From an optimization exercise on the open Yosys and OpenROAD flow, aimed at small area, a short achievable clock period and few clock cycles; shortcuts taken in it are not production practice. RTL that was checked went through simulation tests only; none was proved equivalent to the original. The RTL of runs 1 to 4 was laid out without a check of its function.

$ cat design/flow/flow/run.sh
#!/bin/bash
# The standard layout (standard.sh), with these changes:
#  - synthesis maps logic with an area-oriented ABC script (flow/area.abc)
#    instead of ORFS's speed script; everything else in synthesis is as in
#    synth_recipe.tcl (same register mapping, flattening and renaming);
#  - the port buffers are buf_1 cells (repair_timing upsizes those on critical paths);
#  - repair_timing works to a setup margin of MARGIN ns (the SDC and its
#    clock period are unchanged).
set -euo pipefail
D=$(pwd)
MARGIN=$(cat flow/margin.txt)
{ cat flow/my_abc.tcl; cat synth_recipe.tcl; } > my_synth.tcl
sed 's#/synth_recipe.tcl#/my_synth.tcl#' standard.sh > my_standard.sh
export MY_ABC_SCRIPT=$D/flow/area.abc
export BUFFER_PORTS_ARGS="-buffer_cell sky130_fd_sc_hd__buf_1"
export SETUP_SLACK_MARGIN=$MARGIN
bash my_standard.sh > standard.log 2>&1
$ cat design/flow/flow/area.abc
strash
&get -n
&st
&dch -f
&nf -a -R 1000
&put
$ cat design/flow/flow/margin.txt
18.5
$ cat design/flow/flow/my_abc.tcl
proc abc {args} {
  set i [lsearch -exact $args -script]
  if {$i >= 0 && [info exists ::env(MY_ABC_SCRIPT)]} { lset args [expr {$i+1}] $::env(MY_ABC_SCRIPT) }
  set j [lsearch -exact $args -D]
  if {$j >= 0 && [info exists ::env(MY_ABC_NO_D)]} { set args [lreplace $args $j [expr {$j+1}]] }
  yosys abc {*}$args
}
$ cat design/flow/standard.sh
#!/bin/bash
# synth_recipe.tcl (not shown) runs the flow's synth.tcl, then flattens the netlist and writes it again
# the make line also repeats each setting of config.mk as NAME=value (left out here)
make -C /OpenROAD-flow-scripts/flow DESIGN_CONFIG=/design/flow/config.mk WORK_HOME=/design/flow/orfs CLKGATE_MAP_FILE= SYNTH_SCRIPT=/design/flow/synth_recipe.tcl "${@:-finish}"
$ cat design/flow/config.mk
export PLATFORM = sky130hd
export DESIGN_NAME = aes_inv_key_sched
export DESIGN_NICKNAME = aes_inv_key_sched
export VERILOG_FILES = /design/flow/design.v
export SDC_FILE = /design/flow/constraint.sdc
export NUM_CORES = 4
export LEC_CHECK = 0
export CAP_MARGIN = 20
export CORE_MARGIN = 2
export CORE_UTILIZATION = 40
export CTS_BUF_LIST = sky130_fd_sc_hd__clkbuf_8
export SLEW_MARGIN = 20
$ cat design/flow/constraint.sdc
create_clock -name core_clock -period 25.0 [get_ports {clk}]
set_input_delay 5.0000 -clock core_clock [delete_from_list [all_inputs] [get_ports {clk}]]
set_output_delay 5.0000 -clock core_clock [all_outputs]
set_load 0.01 [all_outputs]
$ cat design/flow/design.v
module aes_sbox (
    input  logic [7:0] a,
    output logic [7:0] y
);
    logic U0,U1,U2,U3,U4,U5,U6,U7;
    logic T1,T2,T3,T4,T5,T6,T7,T8,T9,T10,T11,T12,T13,T14,T15,T16,T17,T18,T19,T20,T21,T22,T23,T24,T25,T26,T27;
    logic M1,M2,M3,M4,M5,M6,M7,M8,M9,M10,M11,M12,M13,M14,M15,M16,M17,M18,M19,M20,M21,M22,M23,M24,M25,M26,M27,M28,M29,M30;
    logic M31,M32,M33,M34,M35,M36,M37,M38,M39,M40,M41,M42,M43,M44,M45,M46,M47,M48,M49,M50,M51,M52,M53,M54,M55,M56,M57,M58,M59,M60,M61,M62,M63;
    logic L0,L1,L2,L3,L4,L5,L6,L7,L8,L9,L10,L11,L12,L13,L14,L15,L16,L17,L18,L19,L20,L21,L22,L23,L24,L25,L26,L27,L28,L29;
    assign {U0,U1,U2,U3,U4,U5,U6,U7} = a;
    assign T1 = U0 ^ U3;
    assign T2 = U0 ^ U5;
    assign T3 = U0 ^ U6;
    assign T4 = U3 ^ U5;
    assign T5 = U4 ^ U6;
    assign T6 = T1 ^ T5;
    assign T7 = U1 ^ U2;
    assign T8 = U7 ^ T6;
    assign T9 = U7 ^ T7;
    assign T10 = T6 ^ T7;
    assign T11 = U1 ^ U5;
    assign T12 = U2 ^ U5;
    assign T13 = T3 ^ T4;
    assign T14 = T6 ^ T11;
    assign T15 = T5 ^ T11;
    assign T16 = T5 ^ T12;
    assign T17 = T9 ^ T16;
    assign T18 = U3 ^ U7;
    assign T19 = T7 ^ T18;
    assign T20 = T1 ^ T19;
    assign T21 = U6 ^ U7;
    assign T22 = T7 ^ T21;
    assign T23 = T2 ^ T22;
    assign T24 = T2 ^ T10;
    assign T25 = T20 ^ T17;
    assign T26 = T3 ^ T16;
    assign T27 = T1 ^ T12;
    assign M1 = T13 & T6;
    assign M2 = T23 & T8;
    assign M3 = T14 ^ M1;
    assign M4 = T19 & U7;
    assign M5 = M4 ^ M1;
    assign M6 = T3 & T16;
    assign M7 = T22 & T9;
    assign M8 = T26 ^ M6;
    assign M9 = T20 & T17;
    assign M10 = M9 ^ M6;
    assign M11 = T1 & T15;
    assign M12 = T4 & T27;
    assign M13 = M12 ^ M11;
    assign M14 = T2 & T10;
    assign M15 = M14 ^ M11;
    assign M16 = M3 ^ M2;
    assign M17 = M5 ^ T24;
    assign M18 = M8 ^ M7;
    assign M19 = M10 ^ M15;
    assign M20 = M16 ^ M13;
    assign M21 = M17 ^ M15;
    assign M22 = M18 ^ M13;
    assign M23 = M19 ^ T25;
    assign M24 = M22 ^ M23;
    assign M25 = M22 & M20;
    assign M26 = M21 ^ M25;
    assign M27 = M20 ^ M21;
    assign M28 = M23 ^ M25;
    assign M29 = M28 & M27;
    assign M30 = M26 & M24;
    assign M31 = M20 & M23;
    assign M32 = M27 & M31;
    assign M33 = M27 ^ M25;
    assign M34 = M21 & M22;
    assign M35 = M24 & M34;
    assign M36 = M24 ^ M25;
    assign M37 = M21 ^ M29;
    assign M38 = M32 ^ M33;
    assign M39 = M23 ^ M30;
    assign M40 = M35 ^ M36;
    assign M41 = M38 ^ M40;
    assign M42 = M37 ^ M39;
    assign M43 = M37 ^ M38;
    assign M44 = M39 ^ M40;
    assign M45 = M42 ^ M41;
    assign M46 = M44 & T6;
    assign M47 = M40 & T8;
    assign M48 = M39 & U7;
    assign M49 = M43 & T16;
    assign M50 = M38 & T9;
    assign M51 = M37 & T17;
    assign M52 = M42 & T15;
    assign M53 = M45 & T27;
    assign M54 = M41 & T10;
    assign M55 = M44 & T13;
    assign M56 = M40 & T23;
    assign M57 = M39 & T19;
    assign M58 = M43 & T3;
    assign M59 = M38 & T22;
    assign M60 = M37 & T20;
    assign M61 = M42 & T1;
    assign M62 = M45 & T4;
    assign M63 = M41 & T2;
    assign L0 = M61 ^ M62;
    assign L1 = M50 ^ M56;
    assign L2 = M46 ^ M48;
    assign L3 = M47 ^ M55;
    assign L4 = M54 ^ M58;
    assign L5 = M49 ^ M61;
    assign L6 = M62 ^ L5;
    assign L7 = M46 ^ L3;
    assign L8 = M51 ^ M59;
    assign L9 = M52 ^ M53;
    assign L10 = M53 ^ L4;
    assign L11 = M60 ^ L2;
    assign L12 = M48 ^ M51;
    assign L13 = M50 ^ L0;
    assign L14 = M52 ^ M61;
    assign L15 = M55 ^ L1;
    assign L16 = M56 ^ L0;
    assign L17 = M57 ^ L1;
    assign L18 = M58 ^ L8;
    assign L19 = M63 ^ L4;
    assign L20 = L0 ^ L1;
    assign L21 = L1 ^ L7;
    assign L22 = L3 ^ L12;
    assign L23 = L18 ^ L2;
    assign L24 = L15 ^ L9;
    assign L25 = L6 ^ L10;
    assign L26 = L7 ^ L9;
    assign L27 = L8 ^ L10;
    assign L28 = L11 ^ L14;
    assign L29 = L11 ^ L17;
    assign y[7] = L6 ^ L24;
    assign y[6] = ~(L16 ^ L26);
    assign y[5] = ~(L19 ^ L28);
    assign y[4] = L6 ^ L21;
    assign y[3] = L20 ^ L22;
    assign y[2] = L25 ^ L29;
    assign y[1] = ~(L13 ^ L27);
    assign y[0] = ~(L6 ^ L23);
endmodule
module aes_inv_key_sched (
    input  logic         clk,
    input  logic         rst_n,
    input  logic         clear,
    input  logic [127:0] key_in,
    input  logic         key_valid,
    output logic         key_ready,
    output logic [127:0] rk_out,
    output logic [3:0]   rk_round,
    output logic         rk_valid,
    input  logic         rk_ready,
    output logic         rk_last,
    output logic         busy
);
    logic [127:0] key_reg;
    logic [3:0]   ctr;
    logic         busy_q, ready_q, emit_q, last_q;
    logic         run_q;    
    logic         dir_q;    
    logic [31:0]  w0, w1, w2, w3;
    logic [31:0]  sbox_in, rot, sub, t;
    logic [7:0]   rcon;     
    logic [31:0]  n0, n1, n2, n3, t_f;
    logic         e, f;
    assign w0 = key_reg[127:96];
    assign w1 = key_reg[95:64];
    assign w2 = key_reg[63:32];
    assign w3 = key_reg[31:0];
    assign sbox_in = w3 ^ ({32{dir_q}} & w2);
    assign rot     = {sbox_in[23:0], sbox_in[31:24]};
    for (genvar b = 0; b < 4; b++) begin : g_sbox
        aes_sbox u_sbox (
            .a (rot[8*b +: 8]),
            .y (sub[8*b +: 8])
        );
    end
    assign t = sub ^ {rcon, 24'h000000};
    assign e   = !dir_q || rk_ready;
    assign f   = !dir_q;    
    assign t_f = {32{f}} & t;
    logic [31:0] x0, x1, d1, d2, d3;
    assign x0 = w0 ^ t;
    assign x1 = w1 ^ x0;
    assign d1 = w0 ^ t_f;
    assign d2 = w1 ^ ({32{f}} & x0);
    assign d3 = w2 ^ ({32{f}} & x1);
    assign n0 = w0 ^ ({32{e}} & t);
    assign n1 = w1 ^ ({32{e}} & d1);
    assign n2 = w2 ^ ({32{e}} & d2);
    assign n3 = w3 ^ ({32{e}} & d3);
    always_ff @(posedge clk) key_reg <= run_q ? {n0, n1, n2, n3} : key_in;
    logic rcon_last;
    assign rcon_last = rcon[5] && rcon[2];    
    always_ff @(posedge clk) begin
        if (!run_q)                       rcon <= 8'h01;
        else if (!dir_q) begin
            if (!rcon_last)               rcon <= {rcon[6:0], 1'b0} ^ (rcon[7] ? 8'h1b : 8'h00);
        end else if (rk_ready)            rcon <= rcon[0] ? ({1'b1, rcon[7:1]} ^ 8'h0d) : {1'b0, rcon[7:1]};
    end
    always_ff @(posedge clk) begin
        if (!run_q)                       ctr <= 4'd10;
        else if (dir_q && rk_ready)       ctr <= ctr - 4'd1;
    end
    logic accept, fwd_done, rk_hs, done;
    assign accept   = !busy_q && key_valid;    
    assign fwd_done = run_q && !dir_q && rcon_last;
    assign rk_hs    = emit_q && rk_ready;
    assign done     = rk_hs && (ctr == 4'd0);
    always_ff @(posedge clk) begin
        if (clear || !run_q) dir_q <= 1'b0;
        else if (fwd_done)    dir_q <= 1'b1;
    end
    always_ff @(posedge clk or negedge rst_n) begin
        if (!rst_n)              run_q <= 1'b0;
        else if (clear)          run_q <= 1'b0;
        else if (!run_q)         run_q <= key_valid;
        else if (done)           run_q <= 1'b0;
    end
    always_ff @(posedge clk or negedge rst_n) begin
        if (!rst_n) begin
            busy_q  <= 1'b0;
            ready_q <= 1'b1;
            emit_q  <= 1'b0;
            last_q  <= 1'b0;
        end else if (clear) begin
            busy_q  <= 1'b0;
            ready_q <= 1'b1;
            emit_q  <= 1'b0;
            last_q  <= 1'b0;
        end else begin
            if (accept) begin
                busy_q  <= 1'b1;
                ready_q <= 1'b0;
            end else if (done) begin
                busy_q  <= 1'b0;
                ready_q <= 1'b1;
            end
            if (fwd_done)  emit_q <= 1'b1;
            else if (done) emit_q <= 1'b0;
            if (rk_hs) last_q <= (ctr == 4'd1);
        end
    end
    assign key_ready = ready_q;
    assign busy      = busy_q;
    assign rk_valid  = emit_q;
    assign rk_last   = last_q;
    assign rk_out    = key_reg;
    assign rk_round  = ctr;
endmodule
==> metrics.yaml, run 1 <==
status: "no timing/DRC/antenna violations"
synth_cell_type_count: 29
ctsLongestPathBuffers: 2
yosys_warnings: 1
rows: 61
dieArea_sq_mm: 0.0295
die_w_um: 172
ys_ff_latch: 146
vias_per_cell: 4.91
drt_iter0_drc: 489
cts-buffers-inserted: 17
antenna_cells: 0
critPathLaunchType: "input port"
final-setup-viol-count: 0
first_pass_iters: 5
cts_sinks: 146
netlist_instances: 1453
layout_common_cells: "xnor2_1, buf_1, a21oi_1, nor2_1, xor2_1"
grt_max_degree: 89
critPathCaptureType: "register"
ios: 269
port_buffers: 268
async_flop_share_pct: 3.42
rrSetupSlack_ps: 18820
synth.area.top_cells: "dfxtp_1, xnor2_1, xor2_1"
setup_tns_ps: 0
drc: 0
cts_hold_buf: 0
place_ws_ps: 17320
min_period_ps: 6360
hold_violations: 0
drt_wl_total_um: 33100
die_h_um: 172
clkLatencyLatePin_ps: 480
final_common_cell: "xnor2_1"
grt_util_all_layers_pct: 21.1
wl_per_cell_um: 15.3
drv_slew: 0
seq_area_frac_synth_pct: 26.2
post-route-period-util_pct: 25.4
largest_register_ffs: 128
grt_pass1_wl_um: 49900
yosys.area.top_type_share_pct: 25.1
arrival_ps: 6690
coreArea_sq_mm: 0.0277
fin_util_pct: 50.5
grt.overflow.total: 0
final.setup.worst_slack_ps: 18640
synthesis.nets: 1597
htree_levels: 4
gp_congestion: 0.890
initial_core_util_pct: 40.6
avgSynthCellArea_sq_um: 7.74
ctsRootBufferMaster: "clkbuf_8"
rsz0062_at_grt: "false"
critPathKind: "in -> reg"
drive_above_1_share_pct: 7.65
synth_area_sq_mm: 0.0112
required_ps: 25340
vias: 10583
cts_tree: "built"
finalClockSkew_ps: 16.7
maxCapViolations: 0
worst_hold_path_type: "reg -> reg"
ant_nets: 0
dp_hpwl_um: 23200
critPathMaxFanout: 36
synthFlopType: "dfxtp_1"
syn2layout_area_growth_pct: 24.5
slew_headroom_pct: 30.4
grt_pass1_vias: 9979
worstMarginPinSlew_ps: 1040
yosysTopAreaCell: "dfxtp_1"
layout.nets: 1909
grt_antenna_before_repair: 0
synth_enable_flop_cells: 0
clkTransAtPathRegs_ps: 100
fmax_mhz: 157
[cell type report]
class	instances	area [sq um]
Clock buffer	17	234
Clock inverter	15	124
Fill cell	2823	13700
Inverter	21	78.8
Multi-Input combinational cell	1287	8900
Sequential cell	146	2960
Tap cell	378	473
Timing Repair Buffer	292	1230
[worst max-delay path, cell delays in order]
cell     delay, ps
buf_1          270
and2_2         920
a21oi_1        200
xor2_1         200
a21oi_1         90
[layer usage]
metal / track usage (%) / part of all wire (%) / wire (um) / up-vias
met4: 4.50 / 1.1 / 374 / 0
met2: 35.8 / 47 / 15500 / 231
li1: - / - / - / 5397
met3: 3.68 / 4.6 / 1510 / 27
met1: 28.1 / 47 / 15700 / 4928
met5: 0 / 0 / 0 / -
[stage by stage]
step	hold slack [ps]	area [sq um]	std cells
after global placement	447	12800	2104
after global routing	493	14000	2156
after CTS	468	13400	2138
after floorplan	460	11300	1453
final	461	14000	2156
after detailed placement	452	12800	2104
[worst paths after layout]
| kind | start | endpoint | cells past startpoint |
|---|---|---|---|
| setup / recovery | rk_ready | key_reg[63]$_DFF_P_ | 5 |
| hold / removal | ready_q$_DFFE_PN1P_ | ready_q$_DFFE_PN1P_ | 2 |
| setup reg to reg | dir_q$_SDFFE_PP0P_ | key_reg[18]$_DFF_P_ | 28 |
| hold reg to reg | ready_q$_DFFE_PN1P_ | ready_q$_DFFE_PN1P_ | 2 |
| max in group asynchronous | rst_n | ready_q$_DFFE_PN1P_ | 1 |
| min in group asynchronous | rst_n | busy_q$_DFFE_PN0P_ | 1 |
[what timing repair did]
item	4_1_cts	5_1_grt
setup endpoints to repair	100	77
setup buffers	2	16
resized for setup	31	64
pin swaps	1	8
gates cloned	0	2
endpoints found under the hold margin	0	0
[cell families (layout without fill, tap and decap cells)]
| kind of cell | after synthesis | after routing | share of synthesized area (%) |
|---|---|---|---|
| AOI/OAI and AO/OA | 336 | 336 | 15.8 |
| adders and majority gates | 11 | 11 | 1.22 |
| xor gates and xnor gates | 536 | 536 | 41.7 |
| buffers and inverters | 21 | 345 | 0.701 |
| and+or+nand+nor | 401 | 402 | 14.1 |
| muxes | 2 | 2 | 0.178 |
| DFF | 146 | 146 | 26.2 |
[cells in the mapped netlist, types with 2 or more instances]
library cell and count:
o22ai_1 2, nor2b_1 10, nand2_1 149, a22oi_1 4, nand3_1 4, a21o_1 2
a211oi_1 2, mux2i_1 2, xor2_1 219, o211a_1 4, dfrtp_1 4, nor3b_1 2
o211ai_1 5, o22a_1 4, and2_0 2, or2_0 2, o21ai_0 80, clkinv_1 21
a21oi_1 221, dfxtp_1 141, o21a_1 10, nor2_1 218, ha_1 11, xnor2_1 317
nand2b_1 13
==> run 2: changes to the inputs <==
==> design/flow/flow/margin.txt (replaced) <==
18.7
==> metrics.yaml, run 2 <==
status: "no timing/DRC/antenna violations"
grt_util_all_layers_pct: 21.6
r2r_start: "dir_q$_SDFFE_PP0P_"
r2r_end: "key_reg[8]$_DFF_P_"
antenna_cells: 0
crit_chain: "buf_1"
rrSetupSlack_ps: 19070
wl_per_cell_um: 15.6
fmax_mhz: 161
grt_antenna_before_repair: 0
finalClockSkew_ps: 23.9
crit_family: "flip-flops"
yosys.area_share.simple_pct: 14.1
die_w_um: 172
drt_iter0_drc: 544
critPathLaunch: "key_reg[23]$_DFF_P_"
fillers: 2829
hold_slack_ps: 458
arrival_ps: 1190
setup_tns_ps: 0
synth_enable_flop_cells: 0
ios: 269
synthMuxAreaShare_pct: 0.178
htree_levels: 4
dieArea_sq_mm: 0.0295
hold_violations: 0
cts-buffers-inserted: 17
cts_sinks: 146
slew_headroom_pct: 29.9
worst_hold_path_type: "reg -> reg"
crit_cells: 1
vias_per_cell: 4.92
synth.area.top_cells: "dfxtp_1, xnor2_1, xor2_1"
cts_tree: "built"
r2r_cells: 27
yosys.area_share.adder_pct: 1.22
syn2layout_area_growth_pct: 27.3
drv_slew: 0
yosysTopAreaCell: "dfxtp_1"
seq_area_frac_synth_pct: 26.2
grt_pass1_vias: 9976
vias: 10651
dp.cells: 2104
endpoint: "rk_out[23]"
place_ws_ps: 17600
post-route-period-util_pct: 24.8
critPathBufInv: 1
clkTransAtPathRegs_ps: 110
dp_hpwl_um: 22800
synth_area_sq_mm: 0.0112
synthesis.nets: 1597
avgSynthCellArea_sq_um: 7.74
synth_compound_area_share_pct: 15.8
drc: 0
synthFlopType: "dfxtp_1"
stdcell_count: 2166
final-setup-viol-count: 0
drt_wl_total_um: 33700
critPathCaptureType: "output pin"
yosys_warnings: 1
async_flop_share_pct: 3.42
ctsLongestPathBuffers: 2
final.setup.worst_slack_ps: 18810
synth_cell_type_count: 29
initial_core_util_pct: 40.6
port_buffers: 268
rows: 61
cp_slowest_stage_delay_ps: 550
netlist_instances: 1453
critPathMaxFanout: 3
rsz0062_at_grt: "true"
coreArea_sq_mm: 0.0277
gp_congestion: 0.910
min_period_ps: 6190
layout_common_cells: "xnor2_1, buf_1, a21oi_1, nor2_1, xor2_1"
final_common_cell: "xnor2_1"
netlist_top_cells_count: "xnor2_1, a21oi_1, xor2_1"
maxCapViolations: 0
synthXorXnorAreaFrac_pct: 41.7
synth_top_family_by_area: "XOR/XNOR gates"
layout.nets: 1919
first_pass_iters: 5
ctsRootBufferMaster: "clkbuf_8"
yosysMostFrequentCell: "xnor2_1"
ant_nets: 0
grt_pass1_wl_um: 50800
grt_max_degree: 110
clkLatencyLatePin_ps: 470
yosys.area.top_type_share_pct: 25.1
cts_hold_buf: 0
ys_ff_latch: 146
grt.overflow.total: 0
largest_register_ffs: 128
required_ps: 20000
critPathKind: "reg -> out"
critPathLaunchType: "register"
die_h_um: 172
worstMarginPinSlew_ps: 1050
cp_slowest_cell: "dfxtp_1"
drive_above_1_share_pct: 9.17
==> run 2: cell counts after synthesis <==
No cell type changed its count.
==> run 2: cell type report <==
type / count / area [sq um] / area share, %
multi-input combinational: 1288 / 9070 / 63.4
inverter: 21 / 78.8 / 0.551
clock inverter: 15 / 164 / 1.15
sequential: 146 / 2960 / 20.7
timing repair buffer: 301 / 1330 / 9.30
tap: 378 / 473 / 3.30
clock buffer: 17 / 234 / 1.63
==> run 2: kinds of logic after synthesis <==
family,after synthesis
AO/OA/AOI/OAI,336
flip-flops,146
AND/OR/NAND/NOR,401
multiplexers,2
buffers and inverters,21
XOR/XNOR,536
adder cells (fa/ha/maj),11
==> run 2: how the worst min path moves through the flow <==
stage | from | endpoint | cells past startpoint
floorplan | ready_q$_DFFE_PN1P_ | ready_q$_DFFE_PN1P_ | 2
global placement | ready_q$_DFFE_PN1P_ | ready_q$_DFFE_PN1P_ | 2
detailed placement | ready_q$_DFFE_PN1P_ | ready_q$_DFFE_PN1P_ | 2
CTS | ready_q$_DFFE_PN1P_ | ready_q$_DFFE_PN1P_ | 2
global route | ready_q$_DFFE_PN1P_ | ready_q$_DFFE_PN1P_ | 2
finish | ready_q$_DFFE_PN1P_ | ready_q$_DFFE_PN1P_ | 2
==> run 2: metrics by stage <==
step	instance area (sq um)	utilization, %
floorplan	11300	-
global placement	12800	46.1
detailed placement	12800	46.1
CTS	13500	48.7
global route	14300	51.7
finish	14300	51.7
==> run 2: metal layers <==
layer  up-vias  track usage (%)  share of wire (%)
met2       252             35.9                 47
met5         -                0                  0
met1      4979             29.4                 46
met4         0             4.38                1.2
li1       5395                -                  -
met3        25             3.80                5.2
==> run 2: timing repair <==
item / 4_1_cts / 5_1_grt
gates cloned: 1 / 2
setup buffers: 3 / 24
pin swaps: 3 / 21
gates resized for setup: 39 / 79
endpoints found under the setup margin: 115 / 83
==> run 3: changes to the inputs <==
--- a/design/flow/flow/run.sh
+++ b/design/flow/flow/run.sh
@@ -4,6 +4,7 @@
 #    instead of ORFS's speed script; everything else in synthesis is as in
 #    synth_recipe.tcl (same register mapping, flattening and renaming);
 #  - the port buffers are buf_1 cells (repair_timing upsizes those on critical paths);
+#  - repair_timing does not clone gates;
 #  - repair_timing works to a setup margin of MARGIN ns (the SDC and its
 #    clock period are unchanged).
 set -euo pipefail
@@ -14,4 +15,5 @@
 export MY_ABC_SCRIPT=$D/flow/area.abc
 export BUFFER_PORTS_ARGS="-buffer_cell sky130_fd_sc_hd__buf_1"
 export SETUP_SLACK_MARGIN=$MARGIN
+export SKIP_GATE_CLONING=1
 bash my_standard.sh > standard.log 2>&1
==> design/flow/flow/margin.txt (replaced) <==
18.6
==> metrics.yaml, run 3 <==
final_area_sq_mm: 0.0141
drive_above_1_share_pct: 8.09
yosys_warnings: 1
ctsLongestPathBuffers: 2
drv_slew: 0
yosysTopAreaCell: "dfxtp_1"
syn2layout_area_growth_pct: 25.7
critPathLaunch: "key_reg[15]$_DFF_P_"
seq_area_frac_synth_pct: 26.2
synth_area_sq_mm: 0.0112
fmax_mhz: 160
final_common_cell: "xnor2_1"
setup_tns_ps: 0
gp_congestion: 0.910
netlist_top_cells_count: "xnor2_1, a21oi_1, xor2_1"
wl_met1_um: 15300
finalClockSkew_ps: 23.9
cts_sinks: 146
synth_cell_type_count: 29
ys_ff_latch: 146
final-setup-viol-count: 0
hold_violations: 0
htree_levels: 4
ctsRootBufferMaster: "clkbuf_8"
required_ps: 20000
die_w_um: 172
wl_met2_um: 15600
antenna_cells: 0
initial_core_util_pct: 40.6
port_buffers: 268
critPathCaptureType: "output pin"
first_pass_iters: 5
synth.area.top_cells: "dfxtp_1, xnor2_1, xor2_1"
cts-buffers-inserted: 17
fin_util_pct: 51.0
worstMarginPinSlew_ps: 1030
critPathBufInv: 1
dp_hpwl_um: 22800
seq_area_sq_mm: 0.00296
synthFlopType: "dfxtp_1"
maxCapViolations: 0
grt.overflow.total: 0
grt_util_all_layers_pct: 21.2
clkLatencyLatePin_ps: 470
netlist_instances: 1453
rsz0062_at_grt: "true"
vias_per_cell: 4.90
crit_chain: "buf_1"
place_ws_ps: 17600
ant_nets: 0
worst_hold_path_type: "reg -> reg"
grt_max_degree: 110
holdPathEnd: "ready_q$_DFFE_PN1P_"
drt_iter0_drc: 550
critPathKind: "reg -> out"
layout.nets: 1910
yosysMostFrequentCell: "xnor2_1"
grt_pass1_vias: 9934
rows: 61
avgSynthCellArea_sq_um: 7.74
crit_family: "flip-flops"
final.setup.worst_slack_ps: 18760
status: "no timing/DRC/antenna violations"
rrSetupSlack_ps: 19010
multi_input_area_sq_mm: 0.00895
hold_slack_ps: 457
hold_path.startpoint: "ready_q$_DFFE_PN1P_"
critPathMaxFanout: 3
synth_enable_flop_cells: 0
r2r_start: "dir_q$_SDFFE_PP0P_"
die_h_um: 172
fillers: 2843
drc: 0
holdPathStages: 2
dr_wl_met3_um: 1660
largest_register_ffs: 128
cp_slowest_cell: "dfxtp_1"
r2r_cells: 26
critPathLaunchType: "register"
r2r_end: "key_reg[12]$_DFF_P_"
coreArea_sq_mm: 0.0277
layout_common_cells: "xnor2_1, buf_1, a21oi_1, nor2_1, xor2_1"
cts_hold_buf: 0
yosys.area.top_type_share_pct: 25.1
min_period_ps: 6240
wl_per_cell_um: 15.2
slew_headroom_pct: 31.0
clkTransAtPathRegs_ps: 110
vias: 10561
synthesis.nets: 1597
grt_pass1_wl_um: 50200
dieArea_sq_mm: 0.0295
dr.max_layer_used: "met4"
ios: 269
dpl_cell_area_sq_mm: 0.0128
arrival_ps: 1240
grt_antenna_before_repair: 0
drt_wl_total_um: 32900
post-route-period-util_pct: 24.9
cp_slowest_stage_delay_ps: 510
async_flop_share_pct: 3.42
cts_tree: "built"
## run 3: through the flow
stage,instances
floorplan,1453
global placement,2104
detailed placement,2104
CTS,2139
global route,2157
finish,2157
## run 3: final cells by class
class | instances | share of cell area, %
clock inverter | 15 | 1.16
multi-input combinational | 1286 | 63.3
tap | 378 | 3.35
inverter | 21 | 0.558
sequential | 146 | 20.9
clock buffer | 17 | 1.65
timing repair buffer | 294 | 9.04
## run 3: worst max path at each step
stage | end | slack [ps] | depth (start not counted)
after CTS | key_reg[18]$_DFF_P_ | 18520 | 27
after floorplan | rcon[1]$_SDFFE_PN0P_ | 18710 | 4
after global placement | key_reg[18]$_DFF_P_ | 17610 | 26
after global routing | key_reg[2]$_DFF_P_ | 18520 | 28
after detailed placement | key_reg[18]$_DFF_P_ | 17600 | 26
final | rk_out[15] | 18760 | 1
## run 3: routing by layer
| layer | vias up | global-route usage (%) |
|---|---|---|
| met4 | 0 | 4.20 |
| met1 | 4909 | 28.9 |
| met2 | 249 | 35.1 |
| met5 | - | 0 |
| met3 | 23 | 3.77 |
| li1 | 5380 | - |
## run 3: logic make-up (layout without fill, tap and decap cells)
group / after synthesis / in the layout / synth area share, %
compound gates: 336 / 336 / 15.8
fa+ha+maj: 11 / 11 / 1.22
mux: 2 / 2 / 0.178
simple gates: 401 / 401 / 14.1
flops: 146 / 146 / 26.2
buf+inv: 21 / 347 / 0.701
xor+xnor: 536 / 536 / 41.7
## run 3: repair_timing
| action | in CTS | in global routing |
|---|---|---|
| buffers inserted | 3 | 18 |
| endpoints found under the setup margin | 100 | 79 |
| resized for setup | 35 | 66 |
| pin swaps | 3 | 15 |
==> run 4: changes to the inputs <==
--- a/design/flow/flow/run.sh
+++ b/design/flow/flow/run.sh
@@ -4,7 +4,8 @@
 #    instead of ORFS's speed script; everything else in synthesis is as in
 #    synth_recipe.tcl (same register mapping, flattening and renaming);
 #  - the port buffers are buf_1 cells (repair_timing upsizes those on critical paths);
-#  - repair_timing does not clone gates;
+#  - before the placement-stage repair_design, a fanout limit of 16 is set
+#    (flow/pre_resize.tcl) so that high-fanout nets get buffer trees;
 #  - repair_timing works to a setup margin of MARGIN ns (the SDC and its
 #    clock period are unchanged).
 set -euo pipefail
@@ -15,5 +16,5 @@
 export MY_ABC_SCRIPT=$D/flow/area.abc
 export BUFFER_PORTS_ARGS="-buffer_cell sky130_fd_sc_hd__buf_1"
 export SETUP_SLACK_MARGIN=$MARGIN
-export SKIP_GATE_CLONING=1
+export PRE_RESIZE_TCL=$D/flow/pre_resize.tcl
 bash my_standard.sh > standard.log 2>&1
==> design/flow/flow/margin.txt (replaced) <==
18.5
==> design/flow/flow/pre_resize.tcl (new file) <==
set_max_fanout 16 [current_design]
==> metrics.yaml, run 4 <==
port_buffers: 268
synth_area_sq_mm: 0.0112
drc: 0
required_ps: 25320
die_h_um: 172
rsz0062_at_grt: "true"
first_pass_iters: 4
slew_headroom_pct: 50.3
dp.cells: 2141
dp_hpwl_um: 25500
htree_levels: 4
synth_enable_flop_cells: 0
drv_slew: 0
clkTransAtPathRegs_ps: 90
ctsRootBufferMaster: "clkbuf_8"
async_flop_share_pct: 3.42
finalClockSkew_ps: 20.0
coreArea_sq_mm: 0.0277
cts_tree: "built"
cp_slowest_cell: "clkdlybuf4s15_2"
grt_antenna_before_repair: 1
arrival_ps: 6680
synthesis.nets: 1597
dpl_cell_area_sq_mm: 0.0132
cts-buffers-inserted: 17
maxCapViolations: 0
avgSynthCellArea_sq_um: 7.74
layout_common_cells: "buf_1, xnor2_1, a21oi_1, nor2_1, xor2_1"
initial_core_util_pct: 40.6
die_w_um: 172
yosysTopAreaCell: "dfxtp_1"
ys_ff_latch: 146
grt_pass1_vias: 10345
worst_hold_path_type: "reg -> reg"
critPathKind: "in -> reg"
rows: 61
worstMarginPinSlew_ps: 740
ant_nets: 0
seq_area_frac_synth_pct: 26.2
wl_per_cell_um: 15.7
drt_wl_total_um: 34900
synthFlopType: "dfxtp_1"
cts_hold_buf: 0
critPathCaptureType: "register"
final.setup.worst_slack_ps: 18640
ios: 269
synth_cell_type_count: 29
yosys_warnings: 1
setup_tns_ps: 0
min_period_ps: 6360
ctsLongestPathBuffers: 2
hold_violations: 0
cp_slowest_stage_delay_ps: 400
fmax_mhz: 157
critPathLaunchType: "input port"
netlist_top_cells_count: "xnor2_1, a21oi_1, xor2_1"
post-route-period-util_pct: 25.4
yosys.area.top_type_share_pct: 25.1
dieArea_sq_mm: 0.0295
gp_congestion: 0.890
critPathMaxFanout: 16
final_common_cell: "buf_1"
vias_per_cell: 4.93
final_area_sq_mm: 0.0152
syn2layout_area_growth_pct: 35.6
yosysMostFrequentCell: "xnor2_1"
stdcell_count: 2227
grt_util_all_layers_pct: 22.3
vias: 10985
grt.overflow.total: 0
place_ws_ps: 14160
crit_chain: "buf_1 > and2_4 > clkdlybuf4s15_2 > clkbuf_4 > nand2_1 > o21ai_0 > xnor2_1 > a21oi_1"
netlist_instances: 1453
status: "no timing/DRC/antenna violations"
drt_iter0_drc: 463
clkLatencyLatePin_ps: 470
cts_sinks: 146
synth.area.top_cells: "dfxtp_1, xnor2_1, xor2_1"
grt_pass1_wl_um: 52200
final-setup-viol-count: 0
grt_max_degree: 17
drive_above_1_share_pct: 14.1
layout.nets: 1979
largest_register_ffs: 128
==> run 4: metrics by stage <==
step	hold WS [ps]	util, %
2_1_floorplan	460	-
3_3_place_gp	447	46.1
3_5_place_dp	449	47.5
4_1_cts	461	51.7
5_1_grt	466	55.0
6_report	461	55.0
==> run 4: kinds of logic (layout without fill, tap and decap cells) <==
group | count (synthesis) | after routing | synth area share (%)
xor+xnor | 536 | 536 | 41.7
simple gates | 401 | 401 | 14.1
compound gates | 336 | 336 | 15.8
flops | 146 | 146 | 26.2
buf+inv | 21 | 416 | 0.701
other cells | 0 | 1 | 0
fa+ha+maj | 11 | 11 | 1.22
mux | 2 | 2 | 0.178
==> run 4: cell type report <==
cell class / instances / area, sq um
tap: 378 / 473
antenna: 1 / 2.50
inverter: 21 / 78.8
clock inverter: 15 / 145
multi-input combinational: 1286 / 9550
sequential: 146 / 2960
fill: 2688 / 12500
timing repair buffer: 363 / 1810
clock buffer: 17 / 234
==> run 4: layer usage <==
layer	wire (um)	vias up	part of all wire (%)	track usage, %
li1	-	5512	-	-
met1	15500	5143	44	29.0
met2	17100	294	49	38.1
met3	1700	36	4.9	3.20
met4	607	0	1.7	6.96
met5	0	-	0	0
==> run 4: final timing paths <==
check                                          from                   to  slack (ps)  depth (start not counted)
worst max-delay path                       rk_ready  key_reg[84]$_DFF_P_       18640                          8
worst min-delay path            ready_q$_DFFE_PN1P_  ready_q$_DFFE_PN1P_         460                          2
worst max register to register   dir_q$_SDFFE_PP0P_   key_reg[7]$_DFF_P_       18690                         34
worst min register to register  ready_q$_DFFE_PN1P_  ready_q$_DFFE_PN1P_         460                          2
max in group asynchronous                     rst_n  ready_q$_DFFE_PN1P_       20340                          1
min in group asynchronous                     rst_n      run_q$_DFF_PN0_        4370                          1
==> run 4: what timing repair did <==
item | CTS | global route
buffers inserted | 21 | 32
endpoints found under the setup margin | 140 | 102
pin swaps | 16 | 37
endpoints found under the hold margin | 0 | 0
resized for setup | 171 | 119
==> run 4: worst max-delay path, delay by kind of cell <==
kind	cells	cell delay, ps
buffers and inverters	3	980
xor gates and xnor gates	1	150
AOI/OAI and AO/OA	2	180
and+or+nand+nor	2	370
==> run 5: changes to the inputs <==
--- a/design/flow/design.v
+++ b/design/flow/design.v
@@ -177,16 +177,10 @@
     assign e   = !dir_q || rk_ready;
     assign f   = !dir_q;    
     assign t_f = {32{f}} & t;
-    logic [31:0] x0, x1, d1, d2, d3;
-    assign x0 = w0 ^ t;
-    assign x1 = w1 ^ x0;
-    assign d1 = w0 ^ t_f;
-    assign d2 = w1 ^ ({32{f}} & x0);
-    assign d3 = w2 ^ ({32{f}} & x1);
     assign n0 = w0 ^ ({32{e}} & t);
-    assign n1 = w1 ^ ({32{e}} & d1);
-    assign n2 = w2 ^ ({32{e}} & d2);
-    assign n3 = w3 ^ ({32{e}} & d3);
+    assign n1 = w1 ^ ({32{e}} & w0) ^ t_f;
+    assign n2 = w2 ^ ({32{e}} & w1) ^ ({32{f}} & n0);
+    assign n3 = w3 ^ ({32{e}} & w2) ^ ({32{f}} & n1);
     always_ff @(posedge clk) key_reg <= run_q ? {n0, n1, n2, n3} : key_in;
     logic rcon_last;
     assign rcon_last = rcon[5] && rcon[2];    
==> metrics.yaml, run 5 <==
final.setup.worst_slack_ps: 18610
yosys_warnings: 1
yosys.area.top_type_share_pct: 31.8
synth.area.top_cells: "xnor2_1, dfxtp_1, xor2_1"
seq_area_frac_synth_pct: 25.8
grt.overflow.total: 0
yosysTopAreaCell: "xnor2_1"
ctsRootBufferMaster: "clkbuf_8"
antenna_cells: 0
layout_common_cells: "xnor2_1, nor2_1, buf_1, nand2_1, a21oi_1"
cts_hold_buf: 0
drt_wl_total_um: 32800
cts_tree: "built"
rows: 61
synth_area_sq_mm: 0.0114
ctsLongestPathBuffers: 2
stdcell_count: 2241
drt_iter0_drc: 505
dp.cells: 2179
fmax_mhz: 156
slew_headroom_pct: 53.2
wl_per_cell_um: 14.6
fillers: 2868
synthFlopType: "dfxtp_1"
ys_ff_latch: 146
syn2layout_area_growth_pct: 29.7
critPathMaxFanout: 16
htree_levels: 4
clkLatencyLatePin_ps: 480
r2r_cells: 29
synth_enable_flop_cells: 0
finalClockSkew_ps: 20.4
grt_pass1_vias: 10431
critPathCaptureType: "register"
initial_core_util_pct: 40.9
holdPathStages: 2
largest_register_ffs: 128
grt_util_all_layers_pct: 21.6
die_h_um: 173
worstMarginPinSlew_ps: 700
clkTransAtPathRegs_ps: 100
grt_antenna_before_repair: 0
vias_per_cell: 4.75
yosysMostFrequentCell: "xnor2_1"
cts-buffers-inserted: 17
vias: 10646
final-setup-viol-count: 0
synthesis.nets: 1628
drc: 0
min_period_ps: 6390
place_ws_ps: 14850
arrival_ps: 6740
hold_slack_ps: 460
setup_tns_ps: 0
layout.nets: 1994
gp_congestion: 0.895
dp_hpwl_um: 25500
coreArea_sq_mm: 0.0279
post-route-period-util_pct: 25.6
rsz0062_at_grt: "true"
first_pass_iters: 5
drv_slew: 0
avgSynthCellArea_sq_um: 7.70
hold_violations: 0
async_flop_share_pct: 3.42
grt_pass1_wl_um: 53300
netlist_instances: 1484
dieArea_sq_mm: 0.0299
port_buffers: 268
final_common_cell: "xnor2_1"
cts_sinks: 146
synth_cell_type_count: 31
netlist_top_cells_count: "xnor2_1, nor2_1, nand2_1"
maxCapViolations: 0
critPathKind: "in -> reg"
required_ps: 25340
critPathLaunchType: "input port"
status: "no timing/DRC/antenna violations"
ios: 269
ant_nets: 0
worst_hold_path_type: "reg -> reg"
drive_above_1_share_pct: 9.02
die_w_um: 173
grt_max_degree: 17
==> run 5: stage by stage <==
stage          utilization (%)  area, sq um
4_1_cts                   50.7        14200
2_1_floorplan                -        11400
3_5_place_dp              48.0        13400
6_report                  53.0        14800
3_3_place_gp              46.4        13000
5_1_grt                   53.0        14800
==> run 5: cell type report <==
cell class / count / area (sq um) / area share [%]
Clock buffer: 17 / 234 / 1.58
Clock inverter: 15 / 160 / 1.08
Inverter: 16 / 60.1 / 0.405
Multi-Input combinational cell: 1322 / 9180 / 62.0
Sequential cell: 146 / 2960 / 20.0
Tap cell: 378 / 473 / 3.19
Timing Repair Buffer: 347 / 1750 / 11.8
==> run 5: cells by family (layout without fill, tap and decap cells) <==
| logic type | Yosys count | after routing | synth area share (%) |
|---|---|---|---|
| simple gates | 536 | 536 | 18.7 |
| mux | 3 | 3 | 0.274 |
| xor+xnor | 582 | 582 | 44.7 |
| flops | 146 | 146 | 25.8 |
| buf+inv | 16 | 395 | 0.526 |
| fa+ha+maj | 11 | 11 | 1.20 |
| compound gates | 190 | 190 | 8.79 |
==> run 5: worst paths after layout <==
path,start,to,slack [ps]
max in group asynchronous,rst_n,ready_q$_DFFE_PN1P_,20350
setup reg to reg,dir_q$_SDFFE_PP0P_,key_reg[3]$_DFF_P_,18840
setup / recovery,rk_ready,key_reg[6]$_DFF_P_,18610
hold / removal,ready_q$_DFFE_PN1P_,ready_q$_DFFE_PN1P_,460
min in group asynchronous,rst_n,last_q$_DFFE_PN0P_,4360
hold reg to reg,ready_q$_DFFE_PN1P_,ready_q$_DFFE_PN1P_,460
==> run 5: timing repair <==
action	in CTS	in global routing
resized for setup	143	82
setup buffers	1	29
setup endpoints to repair	128	117
pin swaps	7	19
==> run 5: per-layer routing <==
| metal | global-route usage [%] | part of all wire (%) | up-vias |
|---|---|---|---|
| met4 | 4.38 | 1.0 | 0 |
| met5 | 0 | 0 | - |
| met3 | 3.19 | 4.2 | 20 |
| li1 | - | - | 5443 |
| met1 | 29.4 | 47 | 4955 |
| met2 | 36.3 | 48 | 228 |
==> run 5: worst max-delay path: stages <==
cell and delay, ps:
buf_4 140, nand2b_4 170, buf_12 120, clkdlybuf4s15_2 400
nand2_1 120, xnor2_1 300, xnor2_2 200, nor2_1 80
xnor2_1 130, a21oi_1 80
Testbench counts of run 5, summed over its fixed seeds: cycles 7,040.
==> run 6: changes to the inputs <==
--- a/design/flow/design.v
+++ b/design/flow/design.v
@@ -179,7 +179,7 @@
     assign t_f = {32{f}} & t;
     assign n0 = w0 ^ ({32{e}} & t);
     assign n1 = w1 ^ ({32{e}} & w0) ^ t_f;
-    assign n2 = w2 ^ ({32{e}} & w1) ^ ({32{f}} & n0);
+    assign n2 = w2 ^ (f ? n1 : ({32{e}} & w1));    
     assign n3 = w3 ^ ({32{e}} & w2) ^ ({32{f}} & n1);
     always_ff @(posedge clk) key_reg <= run_q ? {n0, n1, n2, n3} : key_in;
     logic rcon_last;
==> design/flow/flow/run.sh (replaced) <==
#!/bin/bash
# The standard layout (standard.sh), with these changes:
#  - synthesis maps logic with an area-oriented ABC script (flow/area.abc)
#    instead of ORFS's speed script; everything else in synthesis is as in
#    synth_recipe.tcl (same register mapping, flattening and renaming);
#  - the port buffers are buf_2 cells;
#  - repair_timing works to a setup margin of MARGIN ns (the SDC and its
#    clock period are unchanged).
set -euo pipefail
D=$(pwd)
MARGIN=$(cat flow/margin.txt)
{ cat flow/my_abc.tcl; cat synth_recipe.tcl; } > my_synth.tcl
sed 's#/synth_recipe.tcl#/my_synth.tcl#' standard.sh > my_standard.sh
export MY_ABC_SCRIPT=$D/flow/area.abc
export BUFFER_PORTS_ARGS="-buffer_cell sky130_fd_sc_hd__buf_2"
export SETUP_SLACK_MARGIN=$MARGIN
bash my_standard.sh > standard.log 2>&1
==> design/flow/flow/margin.txt (replaced) <==
18.6
removed: design/flow/flow/pre_resize.tcl
==> metrics.yaml, run 6 <==
grt_util_all_layers_pct: 21.2
crit_chain: "buf_2 > nand2b_4 > clkbuf_16 > nand2_1 > xnor2_1 > xnor2_1 > nor2_1 > a21oi_1 > xor2_1 > a21oi_1"
setup_tns_ps: 0
synthFlopType: "dfxtp_1"
grt_pass1_vias: 9850
final-setup-viol-count: 0
drv_slew: 0
antenna_cells: 0
critPathCaptureType: "register"
first_pass_iters: 5
yosys_warnings: 1
drc: 0
dr.max_layer_used: "met4"
final.setup.worst_slack_ps: 18750
critPathMaxFanout: 21
drive_above_1_share_pct: 21.9
synth.area.top_cells: "xnor2_1, dfxtp_1, xor2_1"
wl_per_cell_um: 15.6
finalClockSkew_ps: 19.1
ys_ff_latch: 146
post-route-period-util_pct: 25.0
status: "no timing/DRC/antenna violations"
synth_cell_type_count: 30
rows: 60
grt_pass1_wl_um: 49700
initial_core_util_pct: 40.9
die_w_um: 170
cts_tree: "built"
clkTransAtPathRegs_ps: 100
cp_slowest_stage_delay_ps: 250
layout.nets: 1881
grt_max_degree: 84
synthesis.nets: 1570
ios: 269
cts-buffers-inserted: 17
largest_register_ffs: 128
cts_hold_buf: 0
ant_nets: 0
synth_enable_flop_cells: 0
seq_area_frac_synth_pct: 26.7
netlist_top_cells_count: "xnor2_1, nor2_1, xor2_1"
wl_met1_um: 14900
fillers: 2719
dp_hpwl_um: 22600
dr_wl_met3_um: 1800
dieArea_sq_mm: 0.0290
yosysTopAreaCell: "xnor2_1"
die_h_um: 170
hold_violations: 0
grt.overflow.total: 0
syn2layout_area_growth_pct: 27.2
port_buffers: 268
drt_iter0_drc: 503
required_ps: 25340
place_ws_ps: 17730
grt_antenna_before_repair: 0
maxCapViolations: 0
layout_common_cells: "xnor2_1, buf_2, nor2_1, a21oi_1"
critPathKind: "in -> reg"
worstMarginPinSlew_ps: 1060
dpl_cell_area_sq_mm: 0.0129
vias: 10235
worst_hold_path_type: "reg -> reg"
wl_met2_um: 15600
netlist_instances: 1426
critPathLaunchType: "input port"
async_flop_share_pct: 3.42
avgSynthCellArea_sq_um: 7.76
final_common_cell: "xnor2_1"
slew_headroom_pct: 29.2
vias_per_cell: 4.89
rsz0062_at_grt: "true"
arrival_ps: 6590
drt_wl_total_um: 32600
fmax_mhz: 160
coreArea_sq_mm: 0.0270
cts_sinks: 146
htree_levels: 4
yosys.area.top_type_share_pct: 27.2
min_period_ps: 6250
ctsRootBufferMaster: "clkbuf_8"
synth_area_sq_mm: 0.0111
gp_congestion: 0.943
ctsLongestPathBuffers: 2
cp_slowest_cell: "clkbuf_16"
final_area_sq_mm: 0.0141
yosysMostFrequentCell: "xnor2_1"
clkLatencyLatePin_ps: 470
==> run 6: cell count changes after synthesis, sizes merged, moves of 4 or more <==
cell / previous run / this run
xnor2: 415 / 344
xor2: 166 / 204
a21oi: 153 / 187
nor2: 281 / 248
nand2: 206 / 177
nand2b: 26 / 30
o21ai: 20 / 24
==> run 6: layer usage <==
metal  GRT usage, %  vias to the layer above
met4           4.57                        0
met3           4.16                       22
li1               -                     5186
met5              0                        -
met1           28.2                     4779
met2           35.7                      248
==> run 6: layout make-up <==
cell class | instances | area (sq um) | area share (%)
clock buffer | 17 | 234 | 1.66
clock inverter | 15 | 185 | 1.32
inverter | 17 | 63.8 | 0.453
multi-input combinational | 1263 | 8580 | 61.0
sequential | 146 | 2960 | 21.0
tap | 341 | 427 | 3.03
timing repair buffer | 292 | 1620 | 11.5
==> run 6: what timing repair did <==
action	CTS	global route
cloned	0	2
pin swaps	0	9
hold endpoints to repair	0	0
gates resized for setup	20	56
buffers inserted	2	14
endpoints found under the setup margin	118	75
==> run 6: worst max-delay path: cells and delay by family <==
kind | cells | cell delay (ps)
and+or+nand+nor | 3 | 390
buffers and inverters | 2 | 380
xor gates and xnor gates | 3 | 570
AOI/OAI and AO/OA | 2 | 240
==> run 6: path summary, 6_finish.rpt <==
| kind | startpoint | endpoint | slack [ps] | cells after the start |
|---|---|---|---|---|
| setup / recovery | rk_ready | key_reg[63]$_DFF_P_ | 18750 | 10 |
| hold / removal | ctr[3]$_SDFFE_PN1P_ | ctr[3]$_SDFFE_PN1P_ | 510 | 1 |
| hold reg to reg | ctr[3]$_SDFFE_PN1P_ | ctr[3]$_SDFFE_PN1P_ | 510 | 1 |
| setup reg to reg | dir_q$_SDFFE_PP0P_ | key_reg[56]$_DFF_P_ | 19060 | 24 |
| max in group asynchronous | rst_n | ready_q$_DFFE_PN1P_ | 20420 | 1 |
| min in group asynchronous | rst_n | busy_q$_DFFE_PN0P_ | 4350 | 1 |
==> run 6: stage by stage <==
| step | util, % | cells | hold slack [ps] |
|---|---|---|---|
| 2_1_floorplan | - | 1426 | 502 |
| 4_1_cts | 49.8 | 2075 | 510 |
| 3_3_place_gp | 47.7 | 2041 | 469 |
| 6_report | 52.1 | 2091 | 509 |
| 5_1_grt | 52.1 | 2091 | 541 |
| 3_5_place_dp | 47.7 | 2041 | 478 |
==> run 6: logic make-up after synthesis <==
family / share of synthesized area, %
AO/OA/AOI/OAI: 10.6
XOR/XNOR: 43.4
adder cells (fa/ha/maj): 1.24
buffers and inverters: 0.577
flip-flops: 26.7
multiplexers: 0.181
AND/OR/NAND/NOR: 17.3
Testbench counts of run 6, summed over its fixed seeds: cycles 7,040.

what the ideal ports hide:
No port has a modelled driver above. Below, the same layouts with a new extraction and two added sets of constraints. Step 1: set_driving_cell puts a clkbuf_16 on clk and a buf_2 on each other input, an assumption about the parent block. Step 2 times the ports against the registers' clock, not the clock port: input delays grow and output delays shrink by t, the midpoint of the rising clock arrivals with the driver on. Three values: ideal, step 1, step 2; two values: the first two.
run | t (ns) | slack for setup (ns) | worst setup path at the end | clock arrival spread, ns
run 1 | 0.518 | 18.643 / 18.664 / 18.146 | input to register | 0.018 / 0.017
run 2 | 0.504 | 18.807 / 18.760 / 18.335 | input to register | 0.025 / 0.025
run 3 | 0.502 | 18.763 / 18.718 / 18.295 | input to register | 0.026 / 0.025
run 4 | 0.502 | 18.643 / 18.664 / 18.161 | input to register | 0.020 / 0.021
run 5 | 0.508 | 18.606 / 18.624 / 18.116 | input to register | 0.023 / 0.023
run 6 | 0.500 | 18.751 / 18.757 / 18.257 | input to register | 0.020 / 0.019
After both steps setup and hold are still met in every run listed. For run 1, which loses most, drivers alone change the setup slack by +0.021 ns; drivers and shift together by -0.497 ns.
